This design comes from an exercise in tuning for small area and a short achievable clock period on the open sky130 flow, not from production work.
No functional check of the RTL was part of any run shown here.
The flow treats the clock pin as an ideal source, which a real chip does not have.
Power is estimated from default activity; no workload was simulated.

==> flow/design.v (outline; a module is shown in full before it is edited, if it fits) <==
// module wm_fa: 10 lines
// module wm_ha: 9 lines
// module wallace_mult_24x24: 2263 lines
module wallace_mult_24x24 (
  input  logic        clk,
  input  logic        rst,
  input  logic        in_valid,
  input  logic [23:0] a,
  input  logic [23:0] b,
  output logic        out_valid,
  output logic [39:0] x,
  output logic [39:0] y,
  output logic [7:0]  z
);
  // ...
==> flow/flow/run.sh <==
#!/bin/bash
set -euo pipefail
K="BUFFER_PORTS_ARGS=-buffer_cell sky130_fd_sc_hd__buf_1"
EM="SETUP_SLACK_MARGIN=$(cat flow/early_margin.txt)"
bash standard.sh "$K" "$EM" cts > make_cts.log 2>&1
export SKEW_DB=$PWD/orfs/results/$FLOW_PLATFORM/wallace_mult_24x24/base/4_cts.odb
export SKEW_LIB=$FLOW_HOME/platforms/$FLOW_PLATFORM/lib/sky130_fd_sc_hd__tt_025C_1v80.lib
export SKEW_RC=$FLOW_HOME/platforms/$FLOW_PLATFORM/setRC.tcl
export SKEW_SDC=$PWD/orfs/results/$FLOW_PLATFORM/wallace_mult_24x24/base/4_cts.sdc
export SKEW_FLATTEN=$(cat flow/flatten.txt)
read SKEW_D2 SKEW_D3 < flow/skew.txt
export SKEW_D2 SKEW_D3
openroad -no_init -exit flow/skew.tcl > skew.log 2>&1
bash standard.sh "$K" finish > make_finish.log 2>&1
==> flow/flow/early_margin.txt <==
1.8
==> flow/flow/flatten.txt <==
0
==> flow/flow/skew.tcl <==
read_db $::env(SKEW_DB)
read_liberty $::env(SKEW_LIB)
read_sdc $::env(SKEW_SDC)
source $::env(SKEW_RC)
set_propagated_clock [all_clocks]
set db [ord::get_db]
set block [ord::get_db_block]
set sizes {sky130_fd_sc_hd__clkbuf_1 sky130_fd_sc_hd__clkbuf_2 sky130_fd_sc_hd__clkbuf_4 sky130_fd_sc_hd__clkbuf_8 sky130_fd_sc_hd__clkbuf_16}
set pre_master [expr {[info exists ::env(SKEW_PRE)] ? $::env(SKEW_PRE) : "sky130_fd_sc_hd__clkbuf_1"}]
set k 0

proc new_buf {master_name x y in_net} {
  global db block k
  set inst [odb::dbInst_create $block [$db findMaster $master_name] "skew_buf_$k"]
  set out [odb::dbNet_create $block "skew_net_$k"]
  $out setSigType CLOCK
  incr k
  [$inst findITerm A] connect $in_net
  [$inst findITerm X] connect $out
  $inst setLocation $x $y
  $inst setPlacementStatus PLACED
  return [list $inst $out]
}

# odb instance name -> STA clock pin of every register
set clkpin [dict create]
foreach p [get_pins -hierarchical */CLK] {
  dict set clkpin [[[sta::sta_to_db_pin $p] getInst] getName] $p
}
proc ckpin {inst} { return [dict get $::clkpin [$inst getName]] }

proc mean_arrival {insts} {
  set s 0.0; set n 0
  foreach inst $insts {
    set a [get_property [ckpin $inst] arrival_max_rise]
    set s [expr {$s + $a}]; incr n
  }
  return [expr {$s / $n}]
}

# Optionally drop the middle level of the tree: leaf buffers hang directly off the root net.
if {[info exists ::env(SKEW_FLATTEN)] && $::env(SKEW_FLATTEN)} {
  set root_inst [$block findInst clkbuf_0_clk]
  set root_net [[$root_inst findITerm X] getNet]
  foreach it [$root_net getITerms] {
    set inst [$it getInst]
    if {[$it isOutputSignal] || ![string match clkbuf_1_* [$inst getName]]} continue
    set mid_net [[$inst findITerm X] getNet]
    set ok 1
    foreach s [$mid_net getITerms] {
      if {![$s isOutputSignal] && ![string match clkbuf_leaf_* [[$s getInst] getName]]} { set ok 0 }
    }
    if {!$ok} continue
    foreach s [$mid_net getITerms] {
      if {[$s isOutputSignal]} continue
      $s disconnect
      $s connect $root_net
    }
    $it disconnect
    [$inst findITerm X] disconnect
    odb::dbInst_destroy $inst
    odb::dbNet_destroy $mid_net
    puts "removed middle clock buffer level under [$root_net getName]"
  }
}

# leaf nets of the tree
set leaves {}
foreach net [$block getNets] {
  if {[$net getSigType] ne "CLOCK"} continue
  foreach it [$net getITerms] {
    if {[$it isOutputSignal] && [string match clkbuf_leaf_* [[$it getInst] getName]]} { lappend leaves $net }
  }
}

proc leaf_of {it} { return [$it getNet] }
proc kmeans {pts k} {
  # pts: list of {x y item}; returns list of clusters (lists of items)
  set n [llength $pts]
  set cs {}
  for {set i 0} {$i < $k} {incr i} {
    set p [lindex $pts [expr {int(($i + 0.5) * $n / $k)}]]
    lappend cs [list [lindex $p 0] [lindex $p 1]]
  }
  for {set iter 0} {$iter < 20} {incr iter} {
    set members {}
    for {set i 0} {$i < $k} {incr i} { lappend members {} }
    foreach p $pts {
      set best 0; set bd 1e30
      for {set i 0} {$i < $k} {incr i} {
        set c [lindex $cs $i]
        set d [expr {abs([lindex $p 0] - [lindex $c 0]) + abs([lindex $p 1] - [lindex $c 1])}]
        if {$d < $bd} { set bd $d; set best $i }
      }
      lset members $best [concat [lindex $members $best] [list $p]]
    }
    set ncs {}
    for {set i 0} {$i < $k} {incr i} {
      set m [lindex $members $i]
      if {[llength $m] == 0} { lappend ncs [lindex $cs $i]; continue }
      set sx 0; set sy 0
      foreach p $m { set sx [expr {$sx + [lindex $p 0]}]; set sy [expr {$sy + [lindex $p 1]}] }
      lappend ncs [list [expr {$sx / [llength $m]}] [expr {$sy / [llength $m]}]]
    }
    set cs $ncs
  }
  set out {}
  foreach m $members { if {[llength $m]} { lappend out $m } }
  return $out
}
set leaf_drv {}
foreach net $leaves {
  foreach it [$net getITerms] {
    if {[$it isOutputSignal]} { lappend leaf_drv [list $net [lindex [[$it getInst] getLocation] 0] [lindex [[$it getInst] getLocation] 1]] }
  }
}
set csize [expr {[info exists ::env(SKEW_CLUSTER)] ? $::env(SKEW_CLUSTER) : 24}]
set groups {}
foreach rank {r2 r3} {
  set pts {}
  foreach net $leaves {
    foreach it [$net getITerms] {
      set inst [$it getInst]
      if {[$it isOutputSignal]} continue
      if {[string match ${rank}_* [$inst getName]] && [[$it getMTerm] getName] eq "CLK"} {
        set loc [$inst getLocation]
        lappend pts [list [lindex $loc 0] [lindex $loc 1] $it]
      }
    }
  }
  if {![llength $pts]} continue
  set pts [lsort -real -index 0 $pts]
  set nk [expr {max(1, int(ceil([llength $pts] / double($csize))))}]
  foreach m [kmeans $pts $nk] {
    set sx 0; set sy 0
    foreach p $m { set sx [expr {$sx + [lindex $p 0]}]; set sy [expr {$sy + [lindex $p 1]}] }
    set n [llength $m]
    set x [expr {int($sx / $n)}]; set y [expr {int($sy / $n)}]
    # nearest leaf driver feeds this cluster
    set bd 1e30; set src {}
    foreach l $leaf_drv {
      set d [expr {abs([lindex $l 1] - $x) + abs([lindex $l 2] - $y)}]
      if {$d < $bd} { set bd $d; set src [lindex $l 0] }
    }
    set si [expr {$n <= 3 ? 1 : ($n <= 8 ? 2 : ($n <= 16 ? 3 : 4))}]
    lassign [new_buf [lindex $sizes $si] $x $y $src] last out
    set insts {}
    foreach p $m { set it [lindex $p 2]; lappend insts [$it getInst]; $it disconnect; $it connect $out }
    lappend groups [dict create rank $rank leaf $src insts $insts last $last si $si simin $si pre {} x $x y $y]
  }
}

set ref {}
foreach inst [$block getInsts] {
  set nm [$inst getName]
  if {[dict exists $clkpin $nm] && ![string match r2_* $nm] && ![string match r3_* $nm] && ![string match a2_* $nm] && ![string match *2_q* $nm]} { lappend ref $inst }
}
puts "reference registers (ranks 1 and 4): [llength $ref]"
for {set round 0} {$round < 14} {incr round} {
  estimate_parasitics -placement
  set base [mean_arrival $ref]
  set changed 0
  set ng {}
  foreach g $groups {
    set tgt [expr {$base + ([dict get $g rank] eq "r2" ? $::env(SKEW_D2) : $::env(SKEW_D3))}]
    set a [mean_arrival [dict get $g insts]]
    set gw 0
    foreach inst [dict get $g insts] {
      set sl [get_property [ckpin $inst] slew_max]
      if {$sl > $gw} { set gw $sl }
    }
    if {$gw > 0.105 && [dict get $g si] < 4} {
      # clock-pin slew first: a stronger last buffer, and never smaller again
      set si [expr {[dict get $g si] + 1}]
      [dict get $g last] swapMaster [$db findMaster [lindex $sizes $si]]
      dict set g si $si
      dict set g simin $si
      lappend ng $g
      set changed 1
      continue
    }
    set si [dict get $g si]
    set last [dict get $g last]
    if {$a < $tgt - 0.04} {
      if {$si > [dict get $g simin] && ($tgt - $a < 0.1 || [llength [dict get $g pre]] >= 6)} {
        incr si -1
        $last swapMaster [$db findMaster [lindex $sizes $si]]
      } elseif {[llength [dict get $g pre]] < 6} {
        # one more small buffer in front of the last one
        set in_it [$last findITerm A]
        set in_net [$in_it getNet]
        $in_it disconnect
        lassign [new_buf $::pre_master [dict get $g x] [dict get $g y] $in_net] p pout
        $in_it connect $pout
        dict lappend g pre $p
      }
      set changed 1
    } elseif {$a > $tgt + 0.04 && $si < 4} {
      incr si
      $last swapMaster [$db findMaster [lindex $sizes $si]]
      set changed 1
    }
    dict set g si $si
    lappend ng $g
  }
  set groups $ng
  if {!$changed} break
}
estimate_parasitics -placement
set base [mean_arrival $ref]
foreach g $groups {
  puts [format "group %s %-22s sinks %2d last %s pre %d  skew %.3f" [dict get $g rank] [[dict get $g leaf] getName] [llength [dict get $g insts]] [lindex $sizes [dict get $g si]] [llength [dict get $g pre]] [expr {[mean_arrival [dict get $g insts]] - $base}]]
}
puts "ranks 1 and 4 mean clock arrival $base"
set worst 0
foreach g $groups {
  set gw 0
  foreach inst [dict get $g insts] {
    set sl [get_property [ckpin $inst] slew_max]
    if {$sl > $worst} { set worst $sl }
    if {$sl > $gw} { set gw $sl }
  }
  puts "slew [dict get $g rank] [llength [dict get $g insts]] [lindex $sizes [dict get $g si]] $gw"
}
puts "worst skewed clock-pin slew $worst"
detailed_placement
check_placement -verbose
write_db $::env(SKEW_DB)
==> flow/flow/skew.txt <==
0.56 0.71
==> flow/standard.sh <==
#!/bin/bash
# synth_recipe.tcl (not shown) runs the flow's synth.tcl, then flattens the netlist and writes it again
# the make line also repeats each setting of config.mk as NAME=value (left out here)
make -C /OpenROAD-flow-scripts/flow DESIGN_CONFIG=/design/flow/config.mk WORK_HOME=/design/flow/orfs CLKGATE_MAP_FILE= SYNTH_SCRIPT=/design/flow/synth_recipe.tcl "${@:-finish}"
==> flow/config.mk <==
export PLATFORM = sky130hd
export DESIGN_NAME = wallace_mult_24x24
export DESIGN_NICKNAME = wallace_mult_24x24
export VERILOG_FILES = /design/flow/design.v
export SDC_FILE = /design/flow/constraint.sdc
export NUM_CORES = 4
export LEC_CHECK = 0
export CAP_MARGIN = 20
export CORE_MARGIN = 2
export CORE_UTILIZATION = 60
export CTS_CLUSTER_DIAMETER = 100
export CTS_CLUSTER_SIZE = 30
export HOLD_SLACK_MARGIN = 0.05
export SETUP_SLACK_MARGIN = 2.15
export SLEW_MARGIN = 20
export SYNTH_HIERARCHICAL = 1
export SYNTH_MINIMUM_KEEP_SIZE = 0
==> flow/constraint.sdc <==
create_clock -name core_clock -period 4.0 [get_ports {clk}]
set_input_delay 0.8000 -clock core_clock [delete_from_list [all_inputs] [get_ports {clk}]]
set_output_delay 0.8000 -clock core_clock [all_outputs]
set_load 0.01 [all_outputs]
==> flow_summary.yaml, run 1 <==
run_status:
  outcome: "no timing/DRC/antenna violations"
finish:
  largest_class: "multi-input combinational cells"
  design.seq.count: 383
  nNonClkBuffers: 389
  seq_share_pct: 31.1
  regMostFlops: "a1_q"
  clkCellAreaFrac_pct: 1.87
  multi_input_area_share_pct: 49.4
global_routing:
  grt_busiest_layer: "met2"
  met2_usage_pct: 48.6
  grt_max_degree: 31
setup_path:
  rrSetupSlack_ns: 2.08
  startpoint: "a1_q[18]"
logic_synthesis:
  synthTopCellsByCount: "dfxtp_1, xnor2_1, fa_1, a22oi_1, buf_4"
  synth_top_area_share_pct: 36.7
  ys.flop_type: "dfxtp_1"
clock_network:
  cts-hold-fix-buffers: 0
  cts_setup_buffers: 92
  root_buffer: "clkbuf_16"
  clkLatencyLatePin_ns: 1.38
placed_design:
  gp_congestion: 0.828
  portBuffers: 135
timing:
  rsz0062_at_grt: "true"
pwr:
  powerClk_w: 0.00303
  combPwrFrac_pct: 38.8
drt:
  route.met2.wl_um: 25100
  drtIter0Drc: 1437
floorplan:
  start_util_pct: 60.6
==> run 2: changes to the inputs <==
--- a/flow/design.v
+++ b/flow/design.v
@@ -31,17 +31,17 @@
   output logic [7:0]  z
 );
   logic [23:0] a1_q;
   logic [11:0] one1_q, two1_q, neg1_q;
   logic        b23_1_q;
   logic        v1, v2, v3, v4;
   logic [24:0] bx;
   logic [11:0] one_d, two_d, neg_d;
-  logic [8:0]  lo_sum;
+  logic [9:0]  lo_sum;
   assign bx = {b, 1'b0};
   always_comb begin
     for (int i = 0; i < 12; i++) begin
       one_d[i] = bx[2*i+1] ^ bx[2*i];
       two_d[i] = (bx[2*i+2] & ~bx[2*i+1] & ~bx[2*i]) | (~bx[2*i+2] & bx[2*i+1] & bx[2*i]);
       neg_d[i] = bx[2*i+2];
     end
   end
@@ -977,24 +977,16 @@
   logic s915;
   logic c916;
   logic s917;
   logic c918;
   logic s919;
   logic c920;
   logic s921;
   logic c922;
-  logic s923;
-  logic c924;
-  logic s925;
-  logic c926;
-  logic s927;
-  logic c928;
-  logic s929;
-  logic c930;
   logic r2_c0_0;
   logic r2_c0_1;
   logic r2_c1_0;
   logic r2_c2_0;
   logic r2_c3_0;
   logic r2_c4_0;
   logic r2_c5_0;
   logic r2_c5_1;
@@ -1132,29 +1124,29 @@
   logic r2_c44_0;
   logic r2_c44_1;
   logic r2_c45_0;
   logic r2_c46_0;
   logic r2_c46_1;
   logic r2_c46_2;
   logic r2_c47_0;
   logic r3_c0_0;
-  logic r3_c0_1;
   logic r3_c1_0;
   logic r3_c2_0;
   logic r3_c3_0;
   logic r3_c4_0;
   logic r3_c5_0;
   logic r3_c6_0;
   logic r3_c7_0;
   logic r3_c8_0;
   logic r3_c8_1;
   logic r3_c8_2;
   logic r3_c9_0;
   logic r3_c9_1;
+  logic r3_c9_2;
   logic r3_c10_0;
   logic r3_c10_1;
   logic r3_c11_0;
   logic r3_c11_1;
   logic r3_c12_0;
   logic r3_c12_1;
   logic r3_c13_0;
   logic r3_c13_1;
@@ -1174,50 +1166,44 @@
   logic r3_c20_1;
   logic r3_c21_0;
   logic r3_c21_1;
   logic r3_c22_0;
   logic r3_c22_1;
   logic r3_c23_0;
   logic r3_c23_1;
   logic r3_c24_0;
-  logic r3_c24_1;
-  logic r3_c24_2;
   logic r3_c25_0;
+  logic r3_c25_1;
   logic r3_c26_0;
   logic r3_c26_1;
   logic r3_c27_0;
   logic r3_c27_1;
   logic r3_c28_0;
   logic r3_c28_1;
   logic r3_c28_2;
   logic r3_c29_0;
-  logic r3_c29_1;
-  logic r3_c29_2;
   logic r3_c30_0;
   logic r3_c30_1;
+  logic r3_c30_2;
   logic r3_c31_0;
-  logic r3_c31_1;
-  logic r3_c31_2;
   logic r3_c32_0;
   logic r3_c32_1;
+  logic r3_c32_2;
   logic r3_c33_0;
-  logic r3_c33_1;
-  logic r3_c33_2;
   logic r3_c34_0;
   logic r3_c34_1;
+  logic r3_c34_2;
   logic r3_c35_0;
   logic r3_c36_0;
-  logic r3_c36_1;
-  logic r3_c36_2;
   logic r3_c37_0;
+  logic r3_c37_1;
   logic r3_c38_0;
-  logic r3_c38_1;
-  logic r3_c38_2;
   logic r3_c39_0;
+  logic r3_c39_1;
   logic r3_c40_0;
   logic r3_c41_0;
   logic r3_c41_1;
   logic r3_c42_0;
   logic r3_c43_0;
   logic r3_c43_1;
   logic r3_c44_0;
   logic r3_c45_0;
@@ -1285,21 +1271,19 @@
   logic r4_c32_1;
   logic r4_c33_0;
   logic r4_c33_1;
   logic r4_c34_0;
   logic r4_c34_1;
   logic r4_c35_0;
   logic r4_c35_1;
   logic r4_c36_0;
-  logic r4_c36_1;
   logic r4_c37_0;
   logic r4_c37_1;
   logic r4_c38_0;
-  logic r4_c38_1;
   logic r4_c39_0;
   logic r4_c39_1;
   logic r4_c40_0;
   logic r4_c41_0;
   logic r4_c41_1;
   logic r4_c42_0;
   logic r4_c43_0;
   logic r4_c43_1;
@@ -1863,101 +1847,97 @@
   assign s751 = ~(pp333 ^ pp285);
   assign c752 = pp333 | pp285;
   wm_fa u_s753 (.a(pp309), .b(s751), .c(c748), .s(s753), .co(c754));
   wm_fa u_s755 (.a(nneg286), .b(pp334), .c(pp310), .s(s755), .co(c756));
   wm_fa u_s757 (.a(c752), .b(s755), .c(c754), .s(s757), .co(c758));
   assign s759 = ~(pp335 ^ pp311);
   assign c760 = pp335 | pp311;
   wm_fa u_s761 (.a(nneg312), .b(pp336), .c(c760), .s(s761), .co(c762));
-  wm_fa u_s763 (.a(r2_c5_0), .b(r2_c5_1), .c(r2_c5_2), .s(s763), .co(c764));
-  wm_fa u_s765 (.a(r2_c6_0), .b(r2_c6_1), .c(c764), .s(s765), .co(c766));
-  wm_fa u_s767 (.a(r2_c7_0), .b(r2_c7_1), .c(c766), .s(s767), .co(c768));
-  wm_fa u_s769 (.a(r2_c12_0), .b(r2_c12_1), .c(r2_c12_2), .s(s769), .co(c770));
-  wm_fa u_s771 (.a(r2_c13_0), .b(r2_c13_1), .c(r2_c13_2), .s(s771), .co(c772));
-  wm_fa u_s773 (.a(r2_c14_0), .b(r2_c14_1), .c(r2_c14_2), .s(s773), .co(c774));
-  wm_fa u_s775 (.a(r2_c15_0), .b(r2_c15_1), .c(r2_c15_2), .s(s775), .co(c776));
-  wm_fa u_s777 (.a(r2_c16_0), .b(r2_c16_1), .c(r2_c16_2), .s(s777), .co(c778));
-  wm_fa u_s779 (.a(r2_c17_0), .b(r2_c17_1), .c(r2_c17_2), .s(s779), .co(c780));
-  wm_fa u_s781 (.a(r2_c18_0), .b(r2_c18_1), .c(r2_c18_2), .s(s781), .co(c782));
-  wm_fa u_s783 (.a(r2_c19_0), .b(r2_c19_1), .c(r2_c19_2), .s(s783), .co(c784));
-  wm_fa u_s785 (.a(r2_c19_3), .b(r2_c19_4), .c(c782), .s(s785), .co(c786));
-  wm_fa u_s787 (.a(r2_c20_0), .b(r2_c20_1), .c(r2_c20_2), .s(s787), .co(c788));
-  wm_fa u_s789 (.a(r2_c20_3), .b(c784), .c(s787), .s(s789), .co(c790));
-  wm_fa u_s791 (.a(r2_c21_0), .b(r2_c21_1), .c(r2_c21_2), .s(s791), .co(c792));
-  wm_fa u_s793 (.a(r2_c21_3), .b(c788), .c(s791), .s(s793), .co(c794));
-  wm_fa u_s795 (.a(r2_c22_0), .b(r2_c22_1), .c(r2_c22_2), .s(s795), .co(c796));
-  wm_fa u_s797 (.a(r2_c22_3), .b(c792), .c(s795), .s(s797), .co(c798));
-  wm_fa u_s799 (.a(r2_c23_0), .b(r2_c23_1), .c(r2_c23_2), .s(s799), .co(c800));
-  wm_fa u_s801 (.a(r2_c23_3), .b(r2_c23_4), .c(r2_c23_5), .s(s801), .co(c802));
-  wm_fa u_s803 (.a(c796), .b(s799), .c(s801), .s(s803), .co(c804));
-  wm_fa u_s805 (.a(r2_c24_0), .b(r2_c24_1), .c(r2_c24_2), .s(s805), .co(c806));
-  wm_fa u_s807 (.a(r2_c24_3), .b(c800), .c(c802), .s(s807), .co(c808));
-  wm_fa u_s809 (.a(r2_c25_0), .b(r2_c25_1), .c(r2_c25_2), .s(s809), .co(c810));
-  wm_fa u_s811 (.a(r2_c25_3), .b(r2_c25_4), .c(c806), .s(s811), .co(c812));
-  wm_fa u_s813 (.a(s809), .b(c808), .c(s811), .s(s813), .co(c814));
-  wm_fa u_s815 (.a(r2_c26_0), .b(r2_c26_1), .c(r2_c26_2), .s(s815), .co(c816));
-  wm_fa u_s817 (.a(r2_c26_3), .b(r2_c26_4), .c(c810), .s(s817), .co(c818));
-  wm_fa u_s819 (.a(s815), .b(c812), .c(s817), .s(s819), .co(c820));
-  wm_fa u_s821 (.a(r2_c27_0), .b(r2_c27_1), .c(r2_c27_2), .s(s821), .co(c822));
-  wm_fa u_s823 (.a(r2_c27_3), .b(r2_c27_4), .c(c816), .s(s823), .co(c824));
-  wm_fa u_s825 (.a(s821), .b(c818), .c(s823), .s(s825), .co(c826));
-  wm_fa u_s827 (.a(r2_c28_0), .b(r2_c28_1), .c(r2_c28_2), .s(s827), .co(c828));
-  wm_fa u_s829 (.a(r2_c28_3), .b(c822), .c(s827), .s(s829), .co(c830));
-  wm_fa u_s831 (.a(r2_c29_0), .b(r2_c29_1), .c(r2_c29_2), .s(s831), .co(c832));
-  wm_fa u_s833 (.a(r2_c29_3), .b(r2_c29_4), .c(c828), .s(s833), .co(c834));
-  wm_fa u_s835 (.a(r2_c30_0), .b(r2_c30_1), .c(r2_c30_2), .s(s835), .co(c836));
-  wm_fa u_s837 (.a(r2_c30_3), .b(c832), .c(s835), .s(s837), .co(c838));
-  wm_fa u_s839 (.a(r2_c31_0), .b(r2_c31_1), .c(r2_c31_2), .s(s839), .co(c840));
-  wm_fa u_s841 (.a(r2_c31_3), .b(r2_c31_4), .c(c836), .s(s841), .co(c842));
+  wm_fa u_s763 (.a(r2_c12_0), .b(r2_c12_1), .c(r2_c12_2), .s(s763), .co(c764));
+  wm_fa u_s765 (.a(r2_c13_0), .b(r2_c13_1), .c(r2_c13_2), .s(s765), .co(c766));
+  wm_fa u_s767 (.a(r2_c14_0), .b(r2_c14_1), .c(r2_c14_2), .s(s767), .co(c768));
+  wm_fa u_s769 (.a(r2_c15_0), .b(r2_c15_1), .c(r2_c15_2), .s(s769), .co(c770));
+  wm_fa u_s771 (.a(r2_c16_0), .b(r2_c16_1), .c(r2_c16_2), .s(s771), .co(c772));
+  wm_fa u_s773 (.a(r2_c17_0), .b(r2_c17_1), .c(r2_c17_2), .s(s773), .co(c774));
+  wm_fa u_s775 (.a(r2_c18_0), .b(r2_c18_1), .c(r2_c18_2), .s(s775), .co(c776));
+  wm_fa u_s777 (.a(r2_c19_0), .b(r2_c19_1), .c(r2_c19_2), .s(s777), .co(c778));
+  wm_fa u_s779 (.a(r2_c19_3), .b(r2_c19_4), .c(c776), .s(s779), .co(c780));
+  wm_fa u_s781 (.a(r2_c20_0), .b(r2_c20_1), .c(r2_c20_2), .s(s781), .co(c782));
+  wm_fa u_s783 (.a(r2_c20_3), .b(c778), .c(s781), .s(s783), .co(c784));
+  wm_fa u_s785 (.a(r2_c21_0), .b(r2_c21_1), .c(r2_c21_2), .s(s785), .co(c786));
+  wm_fa u_s787 (.a(r2_c21_3), .b(c782), .c(s785), .s(s787), .co(c788));
+  wm_fa u_s789 (.a(r2_c22_0), .b(r2_c22_1), .c(r2_c22_2), .s(s789), .co(c790));
+  wm_fa u_s791 (.a(r2_c22_3), .b(c786), .c(s789), .s(s791), .co(c792));
+  wm_fa u_s793 (.a(r2_c23_0), .b(r2_c23_1), .c(r2_c23_2), .s(s793), .co(c794));
+  wm_fa u_s795 (.a(r2_c23_3), .b(r2_c23_4), .c(r2_c23_5), .s(s795), .co(c796));
+  wm_fa u_s797 (.a(c790), .b(s793), .c(s795), .s(s797), .co(c798));
+  wm_fa u_s799 (.a(r2_c24_0), .b(r2_c24_1), .c(r2_c24_2), .s(s799), .co(c800));
+  wm_fa u_s801 (.a(r2_c24_3), .b(c794), .c(c796), .s(s801), .co(c802));
+  wm_fa u_s803 (.a(s799), .b(s801), .c(c798), .s(s803), .co(c804));
+  wm_fa u_s805 (.a(r2_c25_0), .b(r2_c25_1), .c(r2_c25_2), .s(s805), .co(c806));
+  wm_fa u_s807 (.a(r2_c25_3), .b(r2_c25_4), .c(c800), .s(s807), .co(c808));
+  wm_fa u_s809 (.a(s805), .b(c802), .c(s807), .s(s809), .co(c810));
+  wm_fa u_s811 (.a(r2_c26_0), .b(r2_c26_1), .c(r2_c26_2), .s(s811), .co(c812));
+  wm_fa u_s813 (.a(r2_c26_3), .b(r2_c26_4), .c(c806), .s(s813), .co(c814));
+  wm_fa u_s815 (.a(s811), .b(c808), .c(s813), .s(s815), .co(c816));
+  wm_fa u_s817 (.a(r2_c27_0), .b(r2_c27_1), .c(r2_c27_2), .s(s817), .co(c818));
+  wm_fa u_s819 (.a(r2_c27_3), .b(r2_c27_4), .c(c812), .s(s819), .co(c820));
+  wm_fa u_s821 (.a(s817), .b(c814), .c(s819), .s(s821), .co(c822));
+  wm_fa u_s823 (.a(r2_c28_0), .b(r2_c28_1), .c(r2_c28_2), .s(s823), .co(c824));
+  wm_fa u_s825 (.a(r2_c28_3), .b(c818), .c(s823), .s(s825), .co(c826));
+  wm_fa u_s827 (.a(r2_c29_0), .b(r2_c29_1), .c(r2_c29_2), .s(s827), .co(c828));
+  wm_fa u_s829 (.a(r2_c29_3), .b(r2_c29_4), .c(c824), .s(s829), .co(c830));
+  wm_fa u_s831 (.a(s827), .b(s829), .c(c826), .s(s831), .co(c832));
+  wm_fa u_s833 (.a(r2_c30_0), .b(r2_c30_1), .c(r2_c30_2), .s(s833), .co(c834));
+  wm_fa u_s835 (.a(r2_c30_3), .b(c828), .c(s833), .s(s835), .co(c836));
+  wm_fa u_s837 (.a(r2_c31_0), .b(r2_c31_1), .c(r2_c31_2), .s(s837), .co(c838));
+  wm_fa u_s839 (.a(r2_c31_3), .b(r2_c31_4), .c(c834), .s(s839), .co(c840));
+  wm_fa u_s841 (.a(s837), .b(s839), .c(c836), .s(s841), .co(c842));
   wm_fa u_s843 (.a(r2_c32_0), .b(r2_c32_1), .c(r2_c32_2), .s(s843), .co(c844));
-  wm_fa u_s845 (.a(r2_c32_3), .b(c840), .c(s843), .s(s845), .co(c846));
+  wm_fa u_s845 (.a(r2_c32_3), .b(c838), .c(s843), .s(s845), .co(c846));
   wm_fa u_s847 (.a(r2_c33_0), .b(r2_c33_1), .c(r2_c33_2), .s(s847), .co(c848));
-  wm_fa u_s849 (.a(r2_c34_0), .b(r2_c34_1), .c(r2_c34_2), .s(s849), .co(c850));
-  wm_fa u_s851 (.a(r2_c35_0), .b(r2_c35_1), .c(r2_c35_2), .s(s851), .co(c852));
-  wm_fa u_s853 (.a(r2_c35_3), .b(c850), .c(s851), .s(s853), .co(c854));
-  wm_fa u_s855 (.a(r2_c36_0), .b(r2_c36_1), .c(r2_c36_2), .s(s855), .co(c856));
-  wm_fa u_s857 (.a(r2_c37_0), .b(r2_c37_1), .c(r2_c37_2), .s(s857), .co(c858));
-  wm_fa u_s859 (.a(r2_c37_3), .b(c856), .c(s857), .s(s859), .co(c860));
-  wm_fa u_s861 (.a(r2_c38_0), .b(r2_c38_1), .c(r2_c38_2), .s(s861), .co(c862));
-  wm_fa u_s863 (.a(r2_c39_0), .b(r2_c39_1), .c(c862), .s(s863), .co(c864));
-  wm_fa u_s865 (.a(r2_c40_0), .b(r2_c40_1), .c(c864), .s(s865), .co(c866));
-  wm_fa u_s867 (.a(r2_c41_0), .b(r2_c41_1), .c(r2_c41_2), .s(s867), .co(c868));
-  wm_fa u_s869 (.a(r2_c42_0), .b(r2_c42_1), .c(c868), .s(s869), .co(c870));
-  wm_fa u_s871 (.a(r2_c43_0), .b(r2_c43_1), .c(r2_c43_2), .s(s871), .co(c872));
-  wm_fa u_s873 (.a(r2_c44_0), .b(r2_c44_1), .c(c872), .s(s873), .co(c874));
-  wm_fa u_s875 (.a(r2_c46_0), .b(r2_c46_1), .c(r2_c46_2), .s(s875), .co(c876));
-  wm_ha u_s877 (.a(r3_c8_0), .b(r3_c8_1), .s(s877), .co(c878));
-  wm_ha u_s879 (.a(r3_c8_2), .b(s877), .s(s879), .co(c880));
-  wm_fa u_s881 (.a(r3_c9_0), .b(r3_c9_1), .c(c878), .s(s881), .co(c882));
-  wm_ha u_s883 (.a(r3_c10_0), .b(r3_c10_1), .s(s883), .co(c884));
-  wm_ha u_s885 (.a(r3_c11_0), .b(r3_c11_1), .s(s885), .co(c886));
-  wm_ha u_s887 (.a(r3_c12_0), .b(r3_c12_1), .s(s887), .co(c888));
-  wm_ha u_s889 (.a(r3_c13_0), .b(r3_c13_1), .s(s889), .co(c890));
-  wm_ha u_s891 (.a(r3_c14_0), .b(r3_c14_1), .s(s891), .co(c892));
-  wm_ha u_s893 (.a(r3_c15_0), .b(r3_c15_1), .s(s893), .co(c894));
-  wm_ha u_s895 (.a(r3_c16_0), .b(r3_c16_1), .s(s895), .co(c896));
-  wm_ha u_s897 (.a(r3_c17_0), .b(r3_c17_1), .s(s897), .co(c898));
-  wm_ha u_s899 (.a(r3_c18_0), .b(r3_c18_1), .s(s899), .co(c900));
-  wm_ha u_s901 (.a(r3_c19_0), .b(r3_c19_1), .s(s901), .co(c902));
-  wm_ha u_s903 (.a(r3_c20_0), .b(r3_c20_1), .s(s903), .co(c904));
-  wm_ha u_s905 (.a(r3_c21_0), .b(r3_c21_1), .s(s905), .co(c906));
-  wm_ha u_s907 (.a(r3_c22_0), .b(r3_c22_1), .s(s907), .co(c908));
-  wm_ha u_s909 (.a(r3_c23_0), .b(r3_c23_1), .s(s909), .co(c910));
-  wm_fa u_s911 (.a(r3_c24_0), .b(r3_c24_1), .c(r3_c24_2), .s(s911), .co(c912));
-  wm_ha u_s913 (.a(r3_c28_0), .b(r3_c28_1), .s(s913), .co(c914));
-  wm_fa u_s915 (.a(r3_c29_0), .b(r3_c29_1), .c(r3_c29_2), .s(s915), .co(c916));
+  wm_fa u_s849 (.a(c844), .b(s847), .c(c846), .s(s849), .co(c850));
+  wm_fa u_s851 (.a(r2_c34_0), .b(r2_c34_1), .c(r2_c34_2), .s(s851), .co(c852));
+  wm_fa u_s853 (.a(r2_c35_0), .b(r2_c35_1), .c(r2_c35_2), .s(s853), .co(c854));
+  wm_fa u_s855 (.a(r2_c35_3), .b(c852), .c(s853), .s(s855), .co(c856));
+  wm_fa u_s857 (.a(r2_c36_0), .b(r2_c36_1), .c(r2_c36_2), .s(s857), .co(c858));
+  wm_fa u_s859 (.a(c854), .b(s857), .c(c856), .s(s859), .co(c860));
+  wm_fa u_s861 (.a(r2_c37_0), .b(r2_c37_1), .c(r2_c37_2), .s(s861), .co(c862));
+  wm_fa u_s863 (.a(r2_c37_3), .b(c858), .c(s861), .s(s863), .co(c864));
+  wm_fa u_s865 (.a(r2_c38_0), .b(r2_c38_1), .c(r2_c38_2), .s(s865), .co(c866));
+  wm_fa u_s867 (.a(c862), .b(s865), .c(c864), .s(s867), .co(c868));
+  wm_fa u_s869 (.a(r2_c39_0), .b(r2_c39_1), .c(c866), .s(s869), .co(c870));
+  wm_fa u_s871 (.a(r2_c40_0), .b(r2_c40_1), .c(c870), .s(s871), .co(c872));
+  wm_fa u_s873 (.a(r2_c41_0), .b(r2_c41_1), .c(r2_c41_2), .s(s873), .co(c874));
+  wm_fa u_s875 (.a(r2_c42_0), .b(r2_c42_1), .c(c874), .s(s875), .co(c876));
+  wm_fa u_s877 (.a(r2_c43_0), .b(r2_c43_1), .c(r2_c43_2), .s(s877), .co(c878));
+  wm_fa u_s879 (.a(r2_c44_0), .b(r2_c44_1), .c(c878), .s(s879), .co(c880));
+  wm_fa u_s881 (.a(r2_c46_0), .b(r2_c46_1), .c(r2_c46_2), .s(s881), .co(c882));
+  assign lo_sum = {2'b0, r2_c7_0, r2_c6_0, r2_c5_0, r2_c4_0, r2_c3_0, r2_c2_0, r2_c1_0, r2_c0_0} + {2'b0, r2_c7_1, r2_c6_1, r2_c5_1, 1'b0, 1'b0, 1'b0, 1'b0, r2_c0_1} + {2'b0, 1'b0, 1'b0, r2_c5_2, 1'b0, 1'b0, 1'b0, 1'b0, 1'b0};
+  wm_ha u_s883 (.a(r3_c8_0), .b(r3_c8_1), .s(s883), .co(c884));
+  wm_fa u_s885 (.a(r3_c9_0), .b(r3_c9_1), .c(r3_c9_2), .s(s885), .co(c886));
+  wm_ha u_s887 (.a(r3_c10_0), .b(r3_c10_1), .s(s887), .co(c888));
+  wm_ha u_s889 (.a(r3_c11_0), .b(r3_c11_1), .s(s889), .co(c890));
+  wm_ha u_s891 (.a(r3_c12_0), .b(r3_c12_1), .s(s891), .co(c892));
+  wm_ha u_s893 (.a(r3_c13_0), .b(r3_c13_1), .s(s893), .co(c894));
+  wm_ha u_s895 (.a(r3_c14_0), .b(r3_c14_1), .s(s895), .co(c896));
+  wm_ha u_s897 (.a(r3_c15_0), .b(r3_c15_1), .s(s897), .co(c898));
+  wm_ha u_s899 (.a(r3_c16_0), .b(r3_c16_1), .s(s899), .co(c900));
+  wm_ha u_s901 (.a(r3_c17_0), .b(r3_c17_1), .s(s901), .co(c902));
+  wm_ha u_s903 (.a(r3_c18_0), .b(r3_c18_1), .s(s903), .co(c904));
+  wm_ha u_s905 (.a(r3_c19_0), .b(r3_c19_1), .s(s905), .co(c906));
+  wm_ha u_s907 (.a(r3_c20_0), .b(r3_c20_1), .s(s907), .co(c908));
+  wm_ha u_s909 (.a(r3_c21_0), .b(r3_c21_1), .s(s909), .co(c910));
+  wm_ha u_s911 (.a(r3_c22_0), .b(r3_c22_1), .s(s911), .co(c912));
+  wm_ha u_s913 (.a(r3_c23_0), .b(r3_c23_1), .s(s913), .co(c914));
+  wm_ha u_s915 (.a(r3_c28_0), .b(r3_c28_1), .s(s915), .co(c916));
   wm_ha u_s917 (.a(r3_c30_0), .b(r3_c30_1), .s(s917), .co(c918));
-  wm_fa u_s919 (.a(r3_c31_0), .b(r3_c31_1), .c(r3_c31_2), .s(s919), .co(c920));
-  wm_ha u_s921 (.a(r3_c32_0), .b(r3_c32_1), .s(s921), .co(c922));
-  wm_fa u_s923 (.a(r3_c33_0), .b(r3_c33_1), .c(r3_c33_2), .s(s923), .co(c924));
-  wm_ha u_s925 (.a(r3_c34_0), .b(r3_c34_1), .s(s925), .co(c926));
-  wm_ha u_s927 (.a(r3_c36_0), .b(r3_c36_1), .s(s927), .co(c928));
-  wm_ha u_s929 (.a(r3_c38_0), .b(r3_c38_1), .s(s929), .co(c930));
-  assign lo_sum = {1'b0, r3_c7_0, r3_c6_0, r3_c5_0, r3_c4_0, r3_c3_0, r3_c2_0, r3_c1_0, r3_c0_0} + {1'b0, 1'b0, 1'b0, 1'b0, 1'b0, 1'b0, 1'b0, 1'b0, r3_c0_1};
+  wm_ha u_s919 (.a(r3_c32_0), .b(r3_c32_1), .s(s919), .co(c920));
+  wm_ha u_s921 (.a(r3_c34_0), .b(r3_c34_1), .s(s921), .co(c922));
   always_ff @(posedge clk) begin
     r2_c0_0 <= neg1_q[0];
     r2_c0_1 <= pp1;
     r2_c1_0 <= pp2;
     r2_c2_0 <= s337;
     r2_c3_0 <= s339;
     r2_c4_0 <= s343;
     r2_c5_0 <= c342;
@@ -2097,188 +2077,180 @@
     r2_c44_1 <= c750;
     r2_c45_0 <= s757;
     r2_c46_0 <= s759;
     r2_c46_1 <= c756;
     r2_c46_2 <= c758;
     r2_c47_0 <= s761;
   end
   always_ff @(posedge clk) begin
-    r3_c0_0 <= r2_c0_0;
-    r3_c0_1 <= r2_c0_1;
-    r3_c1_0 <= r2_c1_0;
-    r3_c2_0 <= r2_c2_0;
-    r3_c3_0 <= r2_c3_0;
-    r3_c4_0 <= r2_c4_0;
-    r3_c5_0 <= s763;
-    r3_c6_0 <= s765;
-    r3_c7_0 <= s767;
+    r3_c0_0 <= lo_sum[0];
+    r3_c1_0 <= lo_sum[1];
+    r3_c2_0 <= lo_sum[2];
+    r3_c3_0 <= lo_sum[3];
+    r3_c4_0 <= lo_sum[4];
+    r3_c5_0 <= lo_sum[5];
+    r3_c6_0 <= lo_sum[6];
+    r3_c7_0 <= lo_sum[7];
     r3_c8_0 <= r2_c8_0;
     r3_c8_1 <= r2_c8_1;
-    r3_c8_2 <= c768;
+    r3_c8_2 <= lo_sum[8];
     r3_c9_0 <= r2_c9_0;
     r3_c9_1 <= r2_c9_1;
+    r3_c9_2 <= lo_sum[9];
     r3_c10_0 <= r2_c10_0;
     r3_c10_1 <= r2_c10_1;
     r3_c11_0 <= r2_c11_0;
     r3_c11_1 <= r2_c11_1;
     r3_c12_0 <= r2_c12_3;
-    r3_c12_1 <= s769;
-    r3_c13_0 <= c770;
-    r3_c13_1 <= s771;
-    r3_c14_0 <= c772;
-    r3_c14_1 <= s773;
-    r3_c15_0 <= c774;
-    r3_c15_1 <= s775;
-    r3_c16_0 <= c776;
-    r3_c16_1 <= s777;
-    r3_c17_0 <= c778;
-    r3_c17_1 <= s779;
-    r3_c18_0 <= c780;
-    r3_c18_1 <= s781;
-    r3_c19_0 <= s783;
-    r3_c19_1 <= s785;
-    r3_c20_0 <= c786;
-    r3_c20_1 <= s789;
-    r3_c21_0 <= c790;
-    r3_c21_1 <= s793;
-    r3_c22_0 <= c794;
-    r3_c22_1 <= s797;
-    r3_c23_0 <= c798;
-    r3_c23_1 <= s803;
-    r3_c24_0 <= s805;
-    r3_c24_1 <= s807;
-    r3_c24_2 <= c804;
-    r3_c25_0 <= s813;
-    r3_c26_0 <= c814;
-    r3_c26_1 <= s819;
-    r3_c27_0 <= c820;
-    r3_c27_1 <= s825;
-    r3_c28_0 <= c824;
-    r3_c28_1 <= s829;
-    r3_c28_2 <= c826;
+    r3_c12_1 <= s763;
+    r3_c13_0 <= c764;
+    r3_c13_1 <= s765;
+    r3_c14_0 <= c766;
+    r3_c14_1 <= s767;
+    r3_c15_0 <= c768;
+    r3_c15_1 <= s769;
+    r3_c16_0 <= c770;
+    r3_c16_1 <= s771;
+    r3_c17_0 <= c772;
+    r3_c17_1 <= s773;
+    r3_c18_0 <= c774;
+    r3_c18_1 <= s775;
+    r3_c19_0 <= s777;
+    r3_c19_1 <= s779;
+    r3_c20_0 <= c780;
+    r3_c20_1 <= s783;
+    r3_c21_0 <= c784;
+    r3_c21_1 <= s787;
+    r3_c22_0 <= c788;
+    r3_c22_1 <= s791;
+    r3_c23_0 <= c792;
+    r3_c23_1 <= s797;
+    r3_c24_0 <= s803;
+    r3_c25_0 <= c804;
+    r3_c25_1 <= s809;
+    r3_c26_0 <= c810;
+    r3_c26_1 <= s815;
+    r3_c27_0 <= c816;
+    r3_c27_1 <= s821;
+    r3_c28_0 <= c820;
+    r3_c28_1 <= s825;
+    r3_c28_2 <= c822;
     r3_c29_0 <= s831;
-    r3_c29_1 <= s833;
-    r3_c29_2 <= c830;
-    r3_c30_0 <= c834;
-    r3_c30_1 <= s837;
-    r3_c31_0 <= s839;
-    r3_c31_1 <= s841;
-    r3_c31_2 <= c838;
-    r3_c32_0 <= c842;
+    r3_c30_0 <= c830;
+    r3_c30_1 <= s835;
+    r3_c30_2 <= c832;
+    r3_c31_0 <= s841;
+    r3_c32_0 <= c840;
     r3_c32_1 <= s845;
-    r3_c33_0 <= c844;
-    r3_c33_1 <= s847;
-    r3_c33_2 <= c846;
+    r3_c32_2 <= c842;
+    r3_c33_0 <= s849;
     r3_c34_0 <= c848;
-    r3_c34_1 <= s849;
-    r3_c35_0 <= s853;
-    r3_c36_0 <= c852;
-    r3_c36_1 <= s855;
-    r3_c36_2 <= c854;
-    r3_c37_0 <= s859;
-    r3_c38_0 <= c858;
-    r3_c38_1 <= s861;
-    r3_c38_2 <= c860;
-    r3_c39_0 <= s863;
-    r3_c40_0 <= s865;
-    r3_c41_0 <= s867;
-    r3_c41_1 <= c866;
-    r3_c42_0 <= s869;
-    r3_c43_0 <= s871;
-    r3_c43_1 <= c870;
-    r3_c44_0 <= s873;
+    r3_c34_1 <= s851;
+    r3_c34_2 <= c850;
+    r3_c35_0 <= s855;
+    r3_c36_0 <= s859;
+    r3_c37_0 <= s863;
+    r3_c37_1 <= c860;
+    r3_c38_0 <= s867;
+    r3_c39_0 <= s869;
+    r3_c39_1 <= c868;
+    r3_c40_0 <= s871;
+    r3_c41_0 <= s873;
+    r3_c41_1 <= c872;
+    r3_c42_0 <= s875;
+    r3_c43_0 <= s877;
+    r3_c43_1 <= c876;
+    r3_c44_0 <= s879;
     r3_c45_0 <= r2_c45_0;
-    r3_c45_1 <= c874;
-    r3_c46_0 <= s875;
+    r3_c45_1 <= c880;
+    r3_c46_0 <= s881;
     r3_c47_0 <= r2_c47_0;
-    r3_c47_1 <= c876;
+    r3_c47_1 <= c882;
   end
   always_ff @(posedge clk) begin
-    r4_c0_0 <= lo_sum[0];
-    r4_c1_0 <= lo_sum[1];
-    r4_c2_0 <= lo_sum[2];
-    r4_c3_0 <= lo_sum[3];
-    r4_c4_0 <= lo_sum[4];
-    r4_c5_0 <= lo_sum[5];
-    r4_c6_0 <= lo_sum[6];
-    r4_c7_0 <= lo_sum[7];
-    r4_c8_0 <= s879;
-    r4_c8_1 <= lo_sum[8];
-    r4_c9_0 <= s881;
-    r4_c9_1 <= c880;
-    r4_c10_0 <= s883;
-    r4_c10_1 <= c882;
-    r4_c11_0 <= s885;
-    r4_c11_1 <= c884;
-    r4_c12_0 <= s887;
-    r4_c12_1 <= c886;
-    r4_c13_0 <= s889;
-    r4_c13_1 <= c888;
-    r4_c14_0 <= s891;
-    r4_c14_1 <= c890;
-    r4_c15_0 <= s893;
-    r4_c15_1 <= c892;
-    r4_c16_0 <= s895;
-    r4_c16_1 <= c894;
-    r4_c17_0 <= s897;
-    r4_c17_1 <= c896;
-    r4_c18_0 <= s899;
-    r4_c18_1 <= c898;
-    r4_c19_0 <= s901;
-    r4_c19_1 <= c900;
-    r4_c20_0 <= s903;
-    r4_c20_1 <= c902;
-    r4_c21_0 <= s905;
-    r4_c21_1 <= c904;
-    r4_c22_0 <= s907;
-    r4_c22_1 <= c906;
-    r4_c23_0 <= s909;
-    r4_c23_1 <= c908;
-    r4_c24_0 <= s911;
-    r4_c24_1 <= c910;
+    r4_c0_0 <= r3_c0_0;
+    r4_c1_0 <= r3_c1_0;
+    r4_c2_0 <= r3_c2_0;
+    r4_c3_0 <= r3_c3_0;
+    r4_c4_0 <= r3_c4_0;
+    r4_c5_0 <= r3_c5_0;
+    r4_c6_0 <= r3_c6_0;
+    r4_c7_0 <= r3_c7_0;
+    r4_c8_0 <= r3_c8_2;
+    r4_c8_1 <= s883;
+    r4_c9_0 <= s885;
+    r4_c9_1 <= c884;
+    r4_c10_0 <= s887;
+    r4_c10_1 <= c886;
+    r4_c11_0 <= s889;
+    r4_c11_1 <= c888;
+    r4_c12_0 <= s891;
+    r4_c12_1 <= c890;
+    r4_c13_0 <= s893;
+    r4_c13_1 <= c892;
+    r4_c14_0 <= s895;
+    r4_c14_1 <= c894;
+    r4_c15_0 <= s897;
+    r4_c15_1 <= c896;
+    r4_c16_0 <= s899;
+    r4_c16_1 <= c898;
+    r4_c17_0 <= s901;
+    r4_c17_1 <= c900;
+    r4_c18_0 <= s903;
+    r4_c18_1 <= c902;
+    r4_c19_0 <= s905;
+    r4_c19_1 <= c904;
+    r4_c20_0 <= s907;
+    r4_c20_1 <= c906;
+    r4_c21_0 <= s909;
+    r4_c21_1 <= c908;
+    r4_c22_0 <= s911;
+    r4_c22_1 <= c910;
+    r4_c23_0 <= s913;
+    r4_c23_1 <= c912;
+    r4_c24_0 <= r3_c24_0;
+    r4_c24_1 <= c914;
     r4_c25_0 <= r3_c25_0;
-    r4_c25_1 <= c912;
+    r4_c25_1 <= r3_c25_1;
     r4_c26_0 <= r3_c26_0;
     r4_c26_1 <= r3_c26_1;
     r4_c27_0 <= r3_c27_0;
     r4_c27_1 <= r3_c27_1;
     r4_c28_0 <= r3_c28_2;
-    r4_c28_1 <= s913;
-    r4_c29_0 <= s915;
-    r4_c29_1 <= c914;
-    r4_c30_0 <= s917;
-    r4_c30_1 <= c916;
-    r4_c31_0 <= s919;
+    r4_c28_1 <= s915;
+    r4_c29_0 <= r3_c29_0;
+    r4_c29_1 <= c916;
+    r4_c30_0 <= r3_c30_2;
+    r4_c30_1 <= s917;
+    r4_c31_0 <= r3_c31_0;
     r4_c31_1 <= c918;
-    r4_c32_0 <= s921;
-    r4_c32_1 <= c920;
-    r4_c33_0 <= s923;
-    r4_c33_1 <= c922;
-    r4_c34_0 <= s925;
-    r4_c34_1 <= c924;
+    r4_c32_0 <= r3_c32_2;
+    r4_c32_1 <= s919;
+    r4_c33_0 <= r3_c33_0;
+    r4_c33_1 <= c920;
+    r4_c34_0 <= r3_c34_2;
+    r4_c34_1 <= s921;
     r4_c35_0 <= r3_c35_0;
-    r4_c35_1 <= c926;
-    r4_c36_0 <= r3_c36_2;
-    r4_c36_1 <= s927;
+    r4_c35_1 <= c922;
+    r4_c36_0 <= r3_c36_0;
     r4_c37_0 <= r3_c37_0;
-    r4_c37_1 <= c928;
-    r4_c38_0 <= r3_c38_2;
-    r4_c38_1 <= s929;
+    r4_c37_1 <= r3_c37_1;
+    r4_c38_0 <= r3_c38_0;
     r4_c39_0 <= r3_c39_0;
-    r4_c39_1 <= c930;
+    r4_c39_1 <= r3_c39_1;
     r4_c40_0 <= r3_c40_0;
     r4_c41_0 <= r3_c41_0;
     r4_c41_1 <= r3_c41_1;
     r4_c42_0 <= r3_c42_0;
     r4_c43_0 <= r3_c43_0;
     r4_c43_1 <= r3_c43_1;
     r4_c44_0 <= r3_c44_0;
     r4_c45_0 <= r3_c45_0;
     r4_c45_1 <= r3_c45_1;
     r4_c46_0 <= r3_c46_0;
     r4_c47_0 <= r3_c47_0;
     r4_c47_1 <= r3_c47_1;
   end
   assign z = {r4_c7_0, r4_c6_0, r4_c5_0, r4_c4_0, r4_c3_0, r4_c2_0, r4_c1_0, r4_c0_0};
   assign x = {r4_c47_0, r4_c46_0, r4_c45_0, r4_c44_0, r4_c43_0, r4_c42_0, r4_c41_0, r4_c40_0, r4_c39_0, r4_c38_0, r4_c37_0, r4_c36_0, r4_c35_0, r4_c34_0, r4_c33_0, r4_c32_0, r4_c31_0, r4_c30_0, r4_c29_0, r4_c28_0, r4_c27_0, r4_c26_0, r4_c25_0, r4_c24_0, r4_c23_0, r4_c22_0, r4_c21_0, r4_c20_0, r4_c19_0, r4_c18_0, r4_c17_0, r4_c16_0, r4_c15_0, r4_c14_0, r4_c13_0, r4_c12_0, r4_c11_0, r4_c10_0, r4_c9_0, r4_c8_0};
-  assign y = {r4_c47_1, 1'b0, r4_c45_1, 1'b0, r4_c43_1, 1'b0, r4_c41_1, 1'b0, r4_c39_1, r4_c38_1, r4_c37_1, r4_c36_1, r4_c35_1, r4_c34_1, r4_c33_1, r4_c32_1, r4_c31_1, r4_c30_1, r4_c29_1, r4_c28_1, r4_c27_1, r4_c26_1, r4_c25_1, r4_c24_1, r4_c23_1, r4_c22_1, r4_c21_1, r4_c20_1, r4_c19_1, r4_c18_1, r4_c17_1, r4_c16_1, r4_c15_1, r4_c14_1, r4_c13_1, r4_c12_1, r4_c11_1, r4_c10_1, r4_c9_1, r4_c8_1};
+  assign y = {r4_c47_1, 1'b0, r4_c45_1, 1'b0, r4_c43_1, 1'b0, r4_c41_1, 1'b0, r4_c39_1, 1'b0, r4_c37_1, 1'b0, r4_c35_1, r4_c34_1, r4_c33_1, r4_c32_1, r4_c31_1, r4_c30_1, r4_c29_1, r4_c28_1, r4_c27_1, r4_c26_1, r4_c25_1, r4_c24_1, r4_c23_1, r4_c22_1, r4_c21_1, r4_c20_1, r4_c19_1, r4_c18_1, r4_c17_1, r4_c16_1, r4_c15_1, r4_c14_1, r4_c13_1, r4_c12_1, r4_c11_1, r4_c10_1, r4_c9_1, r4_c8_1};
 endmodule
==> flow/flow/run.sh (replaced) <==
#!/bin/bash
set -euo pipefail
K="BUFFER_PORTS_ARGS=-buffer_cell sky130_fd_sc_hd__buf_1"
EM="SETUP_SLACK_MARGIN=$(cat flow/early_margin.txt)"
bash standard.sh "$K" "$EM" cts > make_cts.log 2>&1
export SKEW_DB=$PWD/orfs/results/$FLOW_PLATFORM/wallace_mult_24x24/base/4_cts.odb
export SKEW_LIB=$FLOW_HOME/platforms/$FLOW_PLATFORM/lib/sky130_fd_sc_hd__tt_025C_1v80.lib
export SKEW_RC=$FLOW_HOME/platforms/$FLOW_PLATFORM/setRC.tcl
export SKEW_SDC=$PWD/orfs/results/$FLOW_PLATFORM/wallace_mult_24x24/base/4_cts.sdc
export SKEW_FLATTEN=$(cat flow/flatten.txt)
export SKEW_LEAF=$(cat flow/leaf.txt 2>/dev/null || true)
read SKEW_D2 SKEW_D3 < flow/skew.txt
export SKEW_D2 SKEW_D3
openroad -no_init -exit flow/skew.tcl > skew.log 2>&1
bash standard.sh "$K" finish > make_finish.log 2>&1
--- a/flow/flow/skew.tcl
+++ b/flow/flow/skew.tcl
@@ -109,17 +109,17 @@
   return $out
 }
 set leaf_drv {}
 foreach net $leaves {
   foreach it [$net getITerms] {
     if {[$it isOutputSignal]} { lappend leaf_drv [list $net [lindex [[$it getInst] getLocation] 0] [lindex [[$it getInst] getLocation] 1]] }
   }
 }
-set csize [expr {[info exists ::env(SKEW_CLUSTER)] ? $::env(SKEW_CLUSTER) : 24}]
+set csize [expr {[info exists ::env(SKEW_CLUSTER)] ? $::env(SKEW_CLUSTER) : 20}]
 set groups {}
 foreach rank {r2 r3} {
   set pts {}
   foreach net $leaves {
     foreach it [$net getITerms] {
       set inst [$it getInst]
       if {[$it isOutputSignal]} continue
       if {[string match ${rank}_* [$inst getName]] && [[$it getMTerm] getName] eq "CLK"} {
@@ -145,16 +145,24 @@
     set si [expr {$n <= 3 ? 1 : ($n <= 8 ? 2 : ($n <= 16 ? 3 : 4))}]
     lassign [new_buf [lindex $sizes $si] $x $y $src] last out
     set insts {}
     foreach p $m { set it [lindex $p 2]; lappend insts [$it getInst]; $it disconnect; $it connect $out }
     lappend groups [dict create rank $rank leaf $src insts $insts last $last si $si simin $si pre {} x $x y $y]
   }
 }
 
+if {[info exists ::env(SKEW_LEAF)] && $::env(SKEW_LEAF) ne ""} {
+  foreach net $leaves {
+    foreach it [$net getITerms] {
+      if {[$it isOutputSignal]} { [$it getInst] swapMaster [$db findMaster $::env(SKEW_LEAF)] }
+    }
+  }
+}
+
 set ref {}
 foreach inst [$block getInsts] {
   set nm [$inst getName]
   if {[dict exists $clkpin $nm] && ![string match r2_* $nm] && ![string match r3_* $nm] && ![string match a2_* $nm] && ![string match *2_q* $nm]} { lappend ref $inst }
 }
 puts "reference registers (ranks 1 and 4): [llength $ref]"
 for {set round 0} {$round < 14} {incr round} {
   estimate_parasitics -placement
@@ -164,17 +172,17 @@
   foreach g $groups {
     set tgt [expr {$base + ([dict get $g rank] eq "r2" ? $::env(SKEW_D2) : $::env(SKEW_D3))}]
     set a [mean_arrival [dict get $g insts]]
     set gw 0
     foreach inst [dict get $g insts] {
       set sl [get_property [ckpin $inst] slew_max]
       if {$sl > $gw} { set gw $sl }
     }
-    if {$gw > 0.105 && [dict get $g si] < 4} {
+    if {$gw > 0.092 && [dict get $g si] < 4} {
       # clock-pin slew first: a stronger last buffer, and never smaller again
       set si [expr {[dict get $g si] + 1}]
       [dict get $g last] swapMaster [$db findMaster [lindex $sizes $si]]
       dict set g si $si
       dict set g simin $si
       lappend ng $g
       set changed 1
       continue
@@ -218,11 +226,14 @@
   foreach inst [dict get $g insts] {
     set sl [get_property [ckpin $inst] slew_max]
     if {$sl > $worst} { set worst $sl }
     if {$sl > $gw} { set gw $sl }
   }
   puts "slew [dict get $g rank] [llength [dict get $g insts]] [lindex $sizes [dict get $g si]] $gw"
 }
 puts "worst skewed clock-pin slew $worst"
+set bw 0
+foreach inst $ref { set sl [get_property [ckpin $inst] slew_max]; if {$sl > $bw} { set bw $sl } }
+puts "worst rank 1/4 clock-pin slew $bw"
 detailed_placement
 check_placement -verbose
 write_db $::env(SKEW_DB)
==> flow/flow/skew.txt (replaced) <==
0.66 0.78
--- a/flow/config.mk
+++ b/flow/config.mk
@@ -6,12 +6,12 @@
 export NUM_CORES = 4
 export LEC_CHECK = 0
 export CAP_MARGIN = 20
 export CORE_MARGIN = 2
 export CORE_UTILIZATION = 60
 export CTS_CLUSTER_DIAMETER = 100
 export CTS_CLUSTER_SIZE = 30
 export HOLD_SLACK_MARGIN = 0.05
-export SETUP_SLACK_MARGIN = 2.15
+export SETUP_SLACK_MARGIN = 2.2
 export SLEW_MARGIN = 20
 export SYNTH_HIERARCHICAL = 1
 export SYNTH_MINIMUM_KEEP_SIZE = 0
==> flow_summary.yaml, run 2 <==
logic_synthesis:
  synth.most_common_cell: "dfxtp_1"
  seq_area_frac_synth_pct: 36.2
  syn_area_per_cell_um2: 12.6
  yosys_register_bits: 375
  synth_edf_count: 0
  mappedNetlistArea_um2: 20800
  synth_area_leader_cell: "dfxtp_1"
  yosys-top-cells-area: "dfxtp_1, fa_1, xnor2_1"
  synthCells: 1647
  synthTopCellsByCount: "dfxtp_1, xnor2_1, fa_1, a22oi_1, buf_4"
  ys_async_sr_fraction_pct: 0
  ys.flop_type: "dfxtp_1"
  synth_warnings: 7
  synth_cell_types: 26
  synth_top_area_share_pct: 36.2
setup_path:
  critPathTopFamily: "adder cells"
  cp_common_cell: "fa_1"
  required_ns: 5.20
  max_stage_delay_ns: 0.53
  slowest_stage: "fa_1"
  arrival_ns: 3.04
  start_kind: "flip-flop"
  end_kind: "flip-flop"
  crit_fanout: 1
  critical_path_class: "reg2reg"
  crit_path_cell_trace: "fa_1 > fa_1 > fa_1"
  cp_num_buf_inv: 0
finish:
  syn2layout_area_growth_pct: 16.6
  layout.nets: 2132
  layout_common_cells: "dfxtp_1, xnor2_1, a22oi_1"
  drive_gt1_share_pct: 25.9
  insertedDiodeCount: 0
  mostFrequentLayoutCell: "dfxtp_1"
  largest_reg_flops: 24
  regMostFlops: "a1_q"
  fillers: 2434
  final_area_um2: 24200
drt:
  drt_pass1_iterations: 6
  route.met2.wl_um: 27800
  routedWlPerCell_um: 25.7
  route.antenna.remaining_nets: 0
  drt-met1-wl_um: 21600
  drc: 0
  via_per_inst: 5.95
  vias: 13300
  maxUsedRoutingLayer: "met4"
  wl_met3_um: 5040
  wl_um: 57400
  drtIter0Drc: 1103
global_routing:
  antenna_found_initial: 0
  grt_pass1_wl_um: 88100
  global_route.usage.total_pct: 32.9
  grt_max_degree: 28
  grt_pass1_vias: 15000
  grt_overflow_total: 0
floorplan:
  core_area_um2: 34300
  chipHeight_um: 190
  fp-row-count: 68
  ioPinCount: 140
  start_util_pct: 60.5
  die_w_um: 190
  die-area_um2: 36100
timing:
  slew_viol_final: 0
  setup_viol: 0
  final.setup.tns_ns: 0
  post-route-period-util_pct: 46.0
  layout_min_cycle_time_ns: 1.84
  hold_slack_ns: 0.0813
  fmax_mhz: 543
  skew_ns: 0.847
  finalHoldViolCount: 0
  setup_slack_ns: 2.16
  rsz0062_at_grt: "true"
pwr:
  power_density_nw_per_um2: 654
  vdd_ir_drop_max_uv: 570
  leakage_nw: 9.09
placed_design:
  preCtsSetupSlack_ns: 1.08
  gp_congestion: 0.840
  portBuffers: 133
  place_area_um2: 20800
  hpwl_um: 31400
job:
  max_cap_viol_count: 0
clock_network:
  cts.reportedPaths.clkPinSlew_ns: 0.09
  root_buffer: "clkbuf_16"
  cts_tree: "built"
  clockBufferDepth: 3
  clkLatencyLatePin_ns: 1.33
  cts-htree-levels: 1
  cts.sinks: 375
  cts_buffers: 17
run_status:
  outcome: "no timing/DRC/antenna violations"
min_path:
  min_path_type: "reg2reg"
## run 2: kinds of logic (layout without fill, tap and decap cells)
group | count (synthesis) | in the layout | share of synthesized area, %
flip-flops | 375 | 375 | 36.2
XOR/XNOR | 317 | 317 | 13.4
adder cells (fa/ha/maj) | 301 | 301 | 27.7
AO/OA/AOI/OAI | 291 | 291 | 10.8
buffers and inverters | 279 | 410 | 9.81
AND/OR/NAND/NOR | 83 | 83 | 2.10
other | 1 | 6 | 0.0181
## run 2: worst paths after layout
kind | from | endpoint | slack, ns | depth (start not counted)
hold reg to reg | neg1_q[2] | r2_c5_0 | 0.08 | 2
setup reg to reg | r2_c23_3 | r3_c24_0 | 2.16 | 3
setup / recovery | r2_c23_3 | r3_c24_0 | 2.16 | 3
hold / removal | neg1_q[2] | r2_c5_0 | 0.08 | 2
## run 2: per-module statistics from Yosys (local to each module, per instance)
module / area, um2 / cells inside
wm_ha: 12.5 / 1
wallace_mult_24x24: 15200 / 1364
wm_fa: 20.0 / 1
## run 2: layout make-up
type	count	area, um2	area share (%)
Multi-Input combinational cell	998	12100	50.1
Timing Repair Buffer	267	2670	11.0
Inverter	32	120	0.496
Buffer	89	588	2.43
Clock inverter	5	56.3	0.233
Sequential cell	375	7640	31.6
Tap cell	455	569	2.35
Clock buffer	17	425	1.76
## run 2: power by group
part           internal, W  switching, W  total, W
registers          0.00554      0.000724   0.00627
logic              0.00299       0.00333   0.00632
clock network      0.00163       0.00161   0.00324
total               0.0102       0.00567    0.0158
## run 2: metrics by stage
stage | total power (W) | util [%] | instances
after floorplan | 0.0106 | - | 1652
after global placement | 0.0121 | 60.8 | 2058
after detailed placement | 0.0122 | 60.8 | 2058
after CTS | 0.0146 | 68.5 | 2144
after global routing | 0.0171 | 70.6 | 2238
final | 0.0158 | 70.6 | 2238
## run 2: worst reg2reg max path, cell delays in order (launching register included)
cell	delay, ns
dfxtp_2	0.36
fa_1	0.43
fa_1	0.53
fa_1	0.45
## run 2: metal layers
metal,global-route usage (%),up-vias
met5,0,-
met1,40.5,6817
met2,53.9,704
met4,17.9,0
met3,7.66,214
li1,-,5582
## run 2: timing repair
action,CTS,global route
endpoints found under the setup margin,135,42
buffers inserted,46,0
resized for setup,309,46
endpoints found under the hold margin,0,4
hold buffers,0,5
cloned,18,0
pin swaps,74,6

==> re-timing with driven ports <==
No port has a modelled driver above. Below, the same layouts with a new extraction and two added sets of constraints.
Step 1 assumes that a clkbuf_16 drives the clock port and a buf_2 every other input.
Step 2, shift: input delay + t, output delay - t, t = (earliest + latest rising clock arrival at the registers) / 2. This alone moves slack from input paths to output paths.
a / b / c = ideal ports / drivers / drivers and shift; a / b = the first two.
run | shift t [ns] | setup WS [ns] | worst hold slack (ns) | clock arrival spread, ns
run 1 | 0.992 | 2.078 / 2.078 / 2.078 | 0.120 / 0.120 / 0.120 | 0.889 / 0.889
run 2 | 0.961 | 2.160 / 2.160 / 2.094 | 0.081 / 0.081 / 0.081 | 0.850 / 0.850
Clock arrivals are far apart in run 1 and run 2, so t is only a midpoint there and step 2 fits no single register. The setup slack of run 2, which loses most, moves by 0.000 ns with the drivers and by -0.066 ns with both steps.
